What follows belongs to an exercise in optimizing a design on an open flow for small area; a production flow would make more cautious choices. The RTL was checked by simulation tests, not by an equivalence proof against the original design. No activity file was given, so power comes from the tool's default toggle rates.

==> inputs of v10 <==
Design la_top, start of the top module:
module la_top (
    input  logic       clk,
    input  logic       rst_i,
    input  logic       cmd_req_i,
    input  logic [7:0] cmd_data_i,
    output logic       cmd_ack_o,
    output logic       rsp_req_o,
    output logic [7:0] rsp_data_o,
    input  logic       rsp_ack_i,
    input  logic [16:0] probe_i
);
    logic [15:0] sh;
    logic [15:0] word, wdin;
    logic        wload;
    logic [2:0]  wsel;
    logic        wv, rd_issue, busy;
    logic [5:0]  trig_loc;
    logic        start_req, stop_req;
    logic [3:0]  s_op, v_op;
    logic        s_arg;
    logic [15:0] v_arg;
    logic [15:0] regdata;
    logic [16:0] probe_prev;
    logic        trig;
    logic [2:0]  state;
    logic [5:0]  wptr;
    logic        we, go;
    logic [3:0]  rbank;
    logic [16:0] rdata;
    logic [1:0]  ph, dly;
    cmd_decoder i_cmd_decoder (
        .clk, .rst_i, .cmd_req_i, .cmd_data_i, .cmd_ack_o,
        .busy_i(busy), .sh_o(sh), .wload_i(wload), .wdin_i(wdin), .word_o(word), .wsel_o(wsel), .wv_o(wv), .rd_issue_o(rd_issue)
    );
    la_regs i_la_regs (
        .clk, .rst_i, .wv_i(wv), .wsel_i(wsel), .sh_i(sh),
        .state_i(state), .wptr_i(wptr),
        .trig_loc_o(trig_loc), .start_req_o(start_req), .stop_req_o(stop_req),
        .s_op_o(s_op), .s_arg_o(s_arg), .v_op_o(v_op), .v_arg_o(v_arg),
        .regdata_o(regdata)
    );
    trigger_unit i_trigger_unit (
        .clk, .probe_i, .s_op_i(s_op), .s_arg_i(s_arg), .v_op_i(v_op), .v_arg_i(v_arg),
        .probe_prev_o(probe_prev), .trig_o(trig)
    );
    capture_ctrl i_capture_ctrl (
  ...
==> module cmd_decoder, before the edit <==
module cmd_decoder (
    input  logic        clk,
    input  logic        rst_i,
    input  logic        cmd_req_i,
    input  logic [7:0]  cmd_data_i,
    output logic        cmd_ack_o,
    input  logic        busy_i,
    output logic [15:0] sh_o,
    input  logic        wload_i,     
    input  logic [15:0] wdin_i,
    output logic [15:0] word_o,
    output logic [2:0]  wsel_o,
    output logic        wv_o,        
    output logic        rd_issue_o   
);
    logic [3:0] cs;
    logic [3:0] dig1;
    logic       shift;
    logic       take, is_term, is_hex;
    logic [3:0] hv;
    assign take    = cmd_req_i && !cmd_ack_o && !busy_i;
    assign is_term = (cmd_data_i == 8'h0D) || (cmd_data_i == 8'h0A);
    assign is_hex  = ((cmd_data_i >= "0") && (cmd_data_i <= "9")) ||
                     ((cmd_data_i >= "A") && (cmd_data_i <= "F"));
    assign hv      = cmd_data_i[6] ? {1'b1, cmd_data_i[2:0] + 3'd1} : cmd_data_i[3:0];
    assign rd_issue_o = take && (cs == 4'd14) && is_term;
    always_ff @(posedge clk) begin
        if (rst_i) begin
            cmd_ack_o <= 1'b0;
            cs        <= 4'd0;
            wv_o      <= 1'b0;
        end else begin
            wv_o <= 1'b0;
            if (take) begin
                cmd_ack_o <= 1'b1;
            end else if (!cmd_req_i) begin
                cmd_ack_o <= 1'b0;
            end
            if (take) begin
                if (cs == 4'd0) begin
                    if (cmd_data_i == "W") begin
                        cs <= 4'd1;
                    end else if (cmd_data_i == "R") begin
                        cs <= 4'd10;
                    end
                end else if ((cs == 4'd9) || (cs == 4'd14)) begin
                    cs   <= 4'd0;
                    wv_o <= is_term && (cs == 4'd9);
                end else if (is_hex) begin
                    cs <= cs + 4'd1;
                end else begin
                    cs <= 4'd0;
                end
            end
        end
    end
    assign sh_o  = {dig1, word_o[11:0]};
    assign shift = take && (cs != 4'd0) && (cs != 4'd9) && (cs != 4'd14) && is_hex;
    always_ff @(posedge clk) begin
        if (shift) begin
            if ((cs == 4'd1) || (cs == 4'd10)) begin
                dig1 <= hv;
            end else if (cs >= 4'd5 && cs <= 4'd8) begin
                dig1 <= word_o[11:8];
            end
            if (cs == 4'd5) begin
                case (sh_o)
                    16'd1, 16'd2, 16'd3, 16'd5, 16'd6, 16'd7: wsel_o <= sh_o[2:0];
                    16'd8:   wsel_o <= 3'd4;
                    default: wsel_o <= 3'd0;
                endcase
            end
        end
    end
    always_ff @(posedge clk) begin
        if (wload_i) begin
            word_o <= wdin_i;
        end else if (shift && (cs != 4'd1) && (cs != 4'd10)) begin
            word_o[11:0] <= {word_o[7:0], hv};
        end
    end
endmodule
==> module capture_ctrl, before the edit <==
module capture_ctrl (
    input  logic       clk,
    input  logic       rst_i,
    input  logic       start_req_i,
    input  logic       stop_req_i,
    input  logic       trig_i,
    input  logic [5:0] trig_loc_i,
    output logic [2:0] state_o,
    output logic [5:0] wptr_o,
    output logic       we_o,
    output logic       go_o          
);
    logic [5:0] rptr;
    logic       start_q, stop_q;
    logic       stop_edge;
    assign we_o      = !state_o[2] && (state_o[1:0] != 2'd0);
    assign stop_edge = stop_req_i && !stop_q;
    assign go_o      = (state_o == 3'd0) && start_req_i && !start_q;
    always_ff @(posedge clk) begin
        if (rst_i) begin
            state_o <= 3'd0;
            wptr_o  <= '0;
            rptr    <= '0;
            start_q <= 1'b0;
            stop_q  <= 1'b0;
        end else begin
            start_q <= start_req_i;
            stop_q  <= stop_req_i;
            case (state_o)
                3'd0: begin
                    wptr_o <= '0;
                    rptr   <= '0;
                    if (go_o) begin
                        state_o <= 3'd1;
                    end
                end
                3'd1: begin
                    wptr_o <= wptr_o + 6'd1;
                    if (wptr_o == trig_loc_i) begin
                        state_o <= trig_i ? 3'd3 : 3'd2;
                    end
                end
                3'd2: begin
                    wptr_o <= wptr_o + 6'd1;
                    rptr   <= rptr + 6'd1;
                    if (trig_i) begin
                        state_o <= 3'd3;
                    end
                end
                3'd3: begin
                    wptr_o <= wptr_o + 6'd1;
                    if (wptr_o + 6'd1 == rptr) begin
                        state_o <= 3'd4;
                    end
                end
                default: begin
                end
            endcase
            if (stop_edge) begin
                state_o <= 3'd0;
            end
        end
    end
endmodule
export LEC_CHECK = 0
export CAP_MARGIN = 20
export CORE_MARGIN = 2
export CORE_UTILIZATION = 78
export CTS_BUF_LIST = sky130_fd_sc_hd__clkbuf_8
export CTS_CLUSTER_DIAMETER = 60
export CTS_CLUSTER_SIZE = 17
export PLACE_DENSITY = 0.85
export SLEW_MARGIN = 20
create_clock -name core_clock -period 8.0 [get_ports {clk}]
standard.sh (not shown) runs the stock make flow with config.mk's settings and CLKGATE_MAP_FILE= SYNTH_SCRIPT=/design/flow/synth_recipe.tcl, a recipe that flattens the netlist after the stock synthesis.
==> flow/flow/run.sh <==
#!/bin/bash
# The standard layout (standard.sh), with these changes:
#  - synthesis maps logic with an area-oriented abc script (synth_wrap.tcl,
#    abc_area.script); everything else in it is synth_recipe.tcl;
#  - CTS adds no dummy loads to balance the clock tree;
#  - ports are buffered with the smallest buffer (the resizer still sizes it).
# The whole make output goes to standard_run.log; ORFS writes its per-step
# logs under orfs/logs.
set -euo pipefail
export FLOW_SYNTH_TCL="$PWD/synth_recipe.tcl"
export AREA_ABC_SCRIPT="$PWD/flow/abc_area.script"
export CTS_ARGS="-sink_clustering_enable -repair_clock_nets -sink_clustering_size 17 -sink_clustering_max_diameter 60 -buf_list sky130_fd_sc_hd__clkbuf_8 -dont_use_dummy_load"
export BUFFER_PORTS_ARGS="-buffer_cell sky130_fd_sc_hd__buf_1"
bash standard.sh SYNTH_SCRIPT="$PWD/flow/synth_wrap.tcl" finish > standard_run.log 2>&1
==> flow/flow/abc_area.script <==
&get -n
&st
&syn3
&dch
&nf -R 1000 -p -C 32
&st
&syn3
&dch
&nf -R 1000 -p -C 32
&put
==> flow/flow/synth_wrap.tcl <==
# The standard flow's synthesis (synth_recipe.tcl, sourced unchanged below) with one
# change: abc maps the logic with an area-oriented script instead of ORFS's
# speed script. abc only maps combinational logic, so the registers are the
# same as in the standard synthesis.
proc abc {args} {
  set i [lsearch $args -script]
  if { $i >= 0 } {
    set args [lreplace $args [expr {$i + 1}] [expr {$i + 1}] $::env(AREA_ABC_SCRIPT)]
  }
  yosys abc {*}$args
}
source $::env(FLOW_SYNTH_TCL)
==> v7: changes against v10 <==
--- a/flow/design.v
+++ b/flow/design.v
@@ -128,26 +128,31 @@
         if (shift) begin
             if ((cs == 4'd1) || (cs == 4'd10)) begin
                 dig1 <= hv;
             end else if (cs >= 4'd5 && cs <= 4'd8) begin
                 dig1 <= word_o[11:8];
             end
-            if (cs == 4'd5) begin
-                case (sh_o)
-                    16'd1, 16'd2, 16'd3, 16'd5, 16'd6, 16'd7: wsel_o <= sh_o[2:0];
-                    16'd8:   wsel_o <= 3'd4;
-                    default: wsel_o <= 3'd0;
-                endcase
-            end
         end
     end
+    logic [2:0] wsel_n;
+    always_comb begin
+        case (sh_o)
+            16'd1, 16'd2, 16'd3, 16'd5, 16'd6, 16'd7: wsel_n = sh_o[2:0];
+            16'd8:   wsel_n = 3'd4;
+            default: wsel_n = 3'd0;
+        endcase
+    end
+    assign wsel_o = word_o[14:12];
     always_ff @(posedge clk) begin
         if (wload_i) begin
             word_o <= wdin_i;
         end else if (shift && (cs != 4'd1) && (cs != 4'd10)) begin
             word_o[11:0] <= {word_o[7:0], hv};
+            if (cs == 4'd5) begin
+                word_o[14:12] <= wsel_n;
+            end
         end
     end
 endmodule
 `default_nettype wire
 `timescale 1ns/100ps
 `default_nettype none
@@ -252,52 +257,53 @@
     input  logic [5:0] trig_loc_i,
     output logic [2:0] state_o,
     output logic [5:0] wptr_o,
     output logic       we_o,
     output logic       go_o          
 );
-    logic [5:0] rptr;
+    logic [5:0] gap;         
     logic       start_q, stop_q;
     logic       stop_edge;
     assign we_o      = !state_o[2] && (state_o[1:0] != 2'd0);
     assign stop_edge = stop_req_i && !stop_q;
     assign go_o      = (state_o == 3'd0) && start_req_i && !start_q;
     always_ff @(posedge clk) begin
         if (rst_i) begin
             state_o <= 3'd0;
             wptr_o  <= '0;
-            rptr    <= '0;
+            gap     <= 6'h3F;
             start_q <= 1'b0;
             stop_q  <= 1'b0;
         end else begin
             start_q <= start_req_i;
             stop_q  <= stop_req_i;
             case (state_o)
                 3'd0: begin
                     wptr_o <= '0;
-                    rptr   <= '0;
+                    gap    <= 6'h3F;
                     if (go_o) begin
                         state_o <= 3'd1;
                     end
                 end
                 3'd1: begin
                     wptr_o <= wptr_o + 6'd1;
+                    gap    <= gap - 6'd1;
                     if (wptr_o == trig_loc_i) begin
                         state_o <= trig_i ? 3'd3 : 3'd2;
                     end
                 end
                 3'd2: begin
                     wptr_o <= wptr_o + 6'd1;
-                    rptr   <= rptr + 6'd1;
                     if (trig_i) begin
                         state_o <= 3'd3;
                     end
                 end
                 3'd3: begin
                     wptr_o <= wptr_o + 6'd1;
-                    if (wptr_o + 6'd1 == rptr) begin
+                    gap    <= gap - 6'd1;
+                    if (gap == 6'd0) begin
                         state_o <= 3'd4;
                     end
                 end
                 default: begin
                 end
             endcase
- CORE_UTILIZATION: 78 -> 60
- PLACE_DENSITY: 0.85 -> not set
==> v22: changes against v10 <==
--- a/flow/design.v
+++ b/flow/design.v
@@ -71,29 +71,24 @@
     input  logic        rst_i,
     input  logic        cmd_req_i,
     input  logic [7:0]  cmd_data_i,
     output logic        cmd_ack_o,
     input  logic        busy_i,
     output logic [15:0] sh_o,
-    input  logic        wload_i,     
-    input  logic [15:0] wdin_i,
-    output logic [15:0] word_o,
     output logic [2:0]  wsel_o,
     output logic        wv_o,        
     output logic        rd_issue_o   
 );
     logic [3:0] cs;
-    logic [3:0] dig1;
-    logic       shift;
     logic       take, is_term, is_hex;
     logic [3:0] hv;
     assign take    = cmd_req_i && !cmd_ack_o && !busy_i;
     assign is_term = (cmd_data_i == 8'h0D) || (cmd_data_i == 8'h0A);
     assign is_hex  = ((cmd_data_i >= "0") && (cmd_data_i <= "9")) ||
                      ((cmd_data_i >= "A") && (cmd_data_i <= "F"));
-    assign hv      = cmd_data_i[6] ? {1'b1, cmd_data_i[2:0] + 3'd1} : cmd_data_i[3:0];
+    assign hv      = cmd_data_i[6] ? (cmd_data_i[3:0] + 4'd9) : cmd_data_i[3:0];
     assign rd_issue_o = take && (cs == 4'd14) && is_term;
     always_ff @(posedge clk) begin
         if (rst_i) begin
             cmd_ack_o <= 1'b0;
             cs        <= 4'd0;
             wv_o      <= 1'b0;
@@ -119,37 +114,24 @@
                 end else begin
                     cs <= 4'd0;
                 end
             end
         end
     end
-    assign sh_o  = {dig1, word_o[11:0]};
-    assign shift = take && (cs != 4'd0) && (cs != 4'd9) && (cs != 4'd14) && is_hex;
     always_ff @(posedge clk) begin
-        if (shift) begin
-            if ((cs == 4'd1) || (cs == 4'd10)) begin
-                dig1 <= hv;
-            end else if (cs >= 4'd5 && cs <= 4'd8) begin
-                dig1 <= word_o[11:8];
-            end
+        if (take && (cs != 4'd0) && (cs != 4'd9) && (cs != 4'd14) && is_hex) begin
+            sh_o <= {sh_o[11:0], hv};
             if (cs == 4'd5) begin
                 case (sh_o)
                     16'd1, 16'd2, 16'd3, 16'd5, 16'd6, 16'd7: wsel_o <= sh_o[2:0];
                     16'd8:   wsel_o <= 3'd4;
                     default: wsel_o <= 3'd0;
                 endcase
             end
         end
     end
-    always_ff @(posedge clk) begin
-        if (wload_i) begin
-            word_o <= wdin_i;
-        end else if (shift && (cs != 4'd1) && (cs != 4'd10)) begin
-            word_o[11:0] <= {word_o[7:0], hv};
-        end
-    end
 endmodule
 `default_nettype wire
 `timescale 1ns/100ps
 `default_nettype none
 module la_regs (
     input  logic        clk,
@@ -322,13 +304,15 @@
     output logic [1:0]  ph_o,
     output logic [1:0]  dly_o
 );
     logic        we1, we2, we3, we_d;
     logic [16:0] probe2, probe3, wdata;
     logic [3:0]  bcnt;
+    logic [3:0]  bcnt_n;     
     logic [15:0] ins;
+    logic [15:0] hold;
     always_ff @(posedge clk) begin
         if (rst_i) begin
             ph_o  <= 2'd0;
             dly_o <= 2'd0;
         end else begin
             ph_o <= ph_o + 2'd1;
@@ -341,38 +325,41 @@
         we1    <= we_i;
         we2    <= we1;
         we3    <= we2;
         probe2 <= probe_prev_i;
         probe3 <= probe2;
         if (!we_d) begin
-            bcnt <= 4'd2;
+            bcnt   <= 4'd0;
+            bcnt_n <= 4'hF;
         end else if (ph_o == 2'd3) begin
-            bcnt <= bcnt + 4'd1;
+            bcnt   <= bcnt + 4'd1;
+            bcnt_n <= bcnt_n - 4'd1;
         end
     end
     always_comb begin
         case (dly_o)
             2'd0:    begin we_d = we_i; wdata = probe_i;      end
             2'd1:    begin we_d = we1;  wdata = probe_prev_i; end
             2'd2:    begin we_d = we2;  wdata = probe2;       end
             default: begin we_d = we3;  wdata = probe3;       end
         endcase
         for (int i = 0; i < 16; i++) begin
-            ins[i] = we_d && (bcnt == 4'(i));
+            ins[i]  = we_d && (bcnt == 4'(i));
+            hold[i] = !we_d || (bcnt_n != 4'(15 - i));
         end
     end
     logic [16:0] pos0 [0:15];
     genvar b;
     generate
         for (b = 0; b < 16; b = b + 1) begin : g_bank
             logic [16:0] r0, r1, r2, r3;
             always_ff @(posedge clk) begin
                 r0 <= r1;
                 r1 <= r2;
                 r2 <= r3;
-                r3 <= ins[b] ? wdata : r0;
+                r3 <= (wdata & {17{ins[b]}}) | (r0 & {17{hold[b]}});
             end
             assign pos0[b] = r0;
         end
     endgenerate
     always_comb begin
         rdata_o = '0;
@@ -391,31 +378,31 @@
     input  logic [15:0] sh_i,
     input  logic [15:0] regdata_i,
     input  logic [1:0]  ph_i,
     input  logic [1:0]  dly_i,
     input  logic [16:0] rdata_i,
     output logic [3:0]  rbank_o,
-    output logic        wload_o,
-    output logic [15:0] wdin_o,
-    input  logic [15:0] word,
     output logic        busy_o,
     output logic        rsp_req_o,
     output logic [7:0]  rsp_data_o,
     input  logic        rsp_ack_i
 );
     logic        pv;
     logic [2:0]  idx;
+    logic [15:0] word;
     logic [2:0]  rcnt;       
     logic        rv, is_mem;
+    logic [6:0]  off;
     logic [1:0]  wx;
     logic [2:0]  wait_c;
     logic [15:0] memword;
     logic [3:0]  nib;
     assign rv      = pv && (idx == 3'd0);
     assign is_mem  = (sh_i >= 16'd16) && (sh_i <= 16'd143);
-    assign wx      = sh_i[2:1] - (ph_i + 2'd1);
+    assign off     = sh_i[6:0] - 7'd16;
+    assign wx      = off[2:1] - (ph_i + 2'd1);
     assign wait_c  = (wx >= dly_i) ? {1'b0, wx} : {1'b1, wx};
     assign rbank_o = word[3:0];
     assign memword = word[4] ? {15'd0, rdata_i[16]} : rdata_i[15:0];
     always_ff @(posedge clk) begin
         if (rst_i) begin
             rcnt <= 3'd7;
@@ -424,14 +411,19 @@
         end else if (rcnt == 3'd0) begin
             rcnt <= 3'd7;
         end else if (rcnt != 3'd7) begin
             rcnt <= rcnt - 3'd1;
         end
     end
-    assign wload_o = rv || (rcnt == 3'd0);
-    assign wdin_o  = !rv ? memword : is_mem ? {11'd0, sh_i[0], sh_i[6:3]} : regdata_i;
+    always_ff @(posedge clk) begin
+        if (rv) begin
+            word <= is_mem ? {11'd0, off[0], off[6:3]} : regdata_i;
+        end else if (rcnt == 3'd0) begin
+            word <= memword;
+        end
+    end
     always_ff @(posedge clk) begin
         if (rst_i) begin
             rsp_req_o <= 1'b0;
             busy_o    <= 1'b0;
             pv        <= 1'b0;
             idx       <= 3'd0;
@@ -469,13 +461,13 @@
             3'd3:    nib = word[7:4];
             default: nib = word[3:0];
         endcase
         case (idx)
             3'd0:    rsp_data_o = "D";
             3'd1, 3'd2, 3'd3, 3'd4:
-                     rsp_data_o = (nib < 4'd10) ? {4'h3, nib} : {5'b01000, nib[2:0] - 3'd1};
+                     rsp_data_o = {4'h0, nib} + ((nib < 4'd10) ? 8'h30 : 8'h37);
             3'd5:    rsp_data_o = 8'h0D;
             default: rsp_data_o = 8'h0A;
         endcase
     end
 endmodule
 `default_nettype wire
@@ -490,14 +482,12 @@
     output logic       rsp_req_o,
     output logic [7:0] rsp_data_o,
     input  logic       rsp_ack_i,
     input  logic [16:0] probe_i
 );
     logic [15:0] sh;
-    logic [15:0] word, wdin;
-    logic        wload;
     logic [2:0]  wsel;
     logic        wv, rd_issue, busy;
     logic [5:0]  trig_loc;
     logic        start_req, stop_req;
     logic [3:0]  s_op, v_op;
     logic        s_arg;
@@ -510,13 +500,13 @@
     logic        we, go;
     logic [3:0]  rbank;
     logic [16:0] rdata;
     logic [1:0]  ph, dly;
     cmd_decoder i_cmd_decoder (
         .clk, .rst_i, .cmd_req_i, .cmd_data_i, .cmd_ack_o,
-        .busy_i(busy), .sh_o(sh), .wload_i(wload), .wdin_i(wdin), .word_o(word), .wsel_o(wsel), .wv_o(wv), .rd_issue_o(rd_issue)
+        .busy_i(busy), .sh_o(sh), .wsel_o(wsel), .wv_o(wv), .rd_issue_o(rd_issue)
     );
     la_regs i_la_regs (
         .clk, .rst_i, .wv_i(wv), .wsel_i(wsel), .sh_i(sh),
         .state_i(state), .wptr_i(wptr),
         .trig_loc_o(trig_loc), .start_req_o(start_req), .stop_req_o(stop_req),
         .s_op_o(s_op), .s_arg_o(s_arg), .v_op_o(v_op), .v_arg_o(v_arg),
@@ -535,11 +525,10 @@
         .clk, .rst_i, .probe_i, .probe_prev_i(probe_prev), .we_i(we), .go_i(go),
         .rbank_i(rbank), .rdata_o(rdata), .ph_o(ph), .dly_o(dly)
     );
     reply_encoder i_reply_encoder (
         .clk, .rst_i, .rd_issue_i(rd_issue), .sh_i(sh), .regdata_i(regdata),
         .ph_i(ph), .dly_i(dly), .rdata_i(rdata), .rbank_o(rbank),
-        .wload_o(wload), .wdin_o(wdin), .word(word),
         .busy_o(busy), .rsp_req_o, .rsp_data_o, .rsp_ack_i
     );
 endmodule
 `default_nettype wire
- CORE_UTILIZATION: 78 -> 60
- PLACE_DENSITY: 0.85 -> not set
==> qor summary <==
|  | v7 | v10 | v22 |
|---|---|---|---|
| Power per standard cell area | 280 mW/mm2 | 294 mW/mm2 | 276 mW/mm2 |
| Initial antenna violation count | 4 | 6 | 2 |
| Count of non-CTS inverters in the layout | 31 | 30 | 41 |
| Utilization after layout | 0.658 | 0.846 | 0.656 |
| First-pass GRT wire length | 124 mm | 140 mm | 127 mm |
| Power of the combinational group | 501 uW | 607 uW | 518 uW |
| Count of mapped cells out of synthesis | 2633 | 2630 | 2362 |
| 1st-iter DRT viols | 1883 | 3077 | 2227 |
| Detailed route wirelength on metal3 | 5.33 mm | 11.0 mm | 7.18 mm |
| Number of combinational gates with multiple inputs | 1365 | 1360 | 1066 |
| Syn Nets | 2709 | 2705 | 2446 |
| Initial core utilization | 0.608 | 0.788 | 0.607 |
| VDD IR max | 0.000211 V | 0.000338 V | 0.000180 V |
| Number of search-and-repair iterations in the first detailed-routing pass | 6 | 9 | 8 |
| GR met3 Demand/Resource | 0.0531 | 0.117 | 0.0526 |
| Average instance area after synthesis | 12.5 um2 | 12.5 um2 | 14.2 um2 |
| Clock network power consumption | 2700 uW | 2750 uW | 2750 uW |
| Share of the final layout cell area in multi-input gates | 0.220 | 0.223 | 0.221 |
| Number of sinks on the clock net | 1235 | 1238 | 1254 |
| Detailed-route wire length per cell | 23.5 um | 28.3 um | 26.5 um |
| Run status | finished clean | finished clean | finished clean |
| Well tap count | 696 | 539 | 748 |

-- re-timing with driven ports --
Ports are ideal in the flow. The routed layouts listed here were re-timed in OpenROAD. Step 1 sets driving cells, clkbuf_16 on the clock port and buf_2 on the other inputs (assumed; they add their load-dependent delay and slew). Step 2, shift: input delay + t, output delay - t, t = (earliest + latest rising clock arrival at the registers) / 2. This alone moves slack from input paths to output paths. Slacks: ideal ports / drivers / drivers and shift; pairs: ideal ports / drivers.
run | t, ns | setup WS [ns] | worst setup path at the end
v10 | 0.724 | 1.409 / 1.352 / 2.076 | register to output
v7 | 0.732 | 1.166 / 1.107 / 1.839 | register to output
v22 | 0.734 | 0.632 / 0.575 / 1.309 | register to output
After both steps every run listed still meets setup and hold.
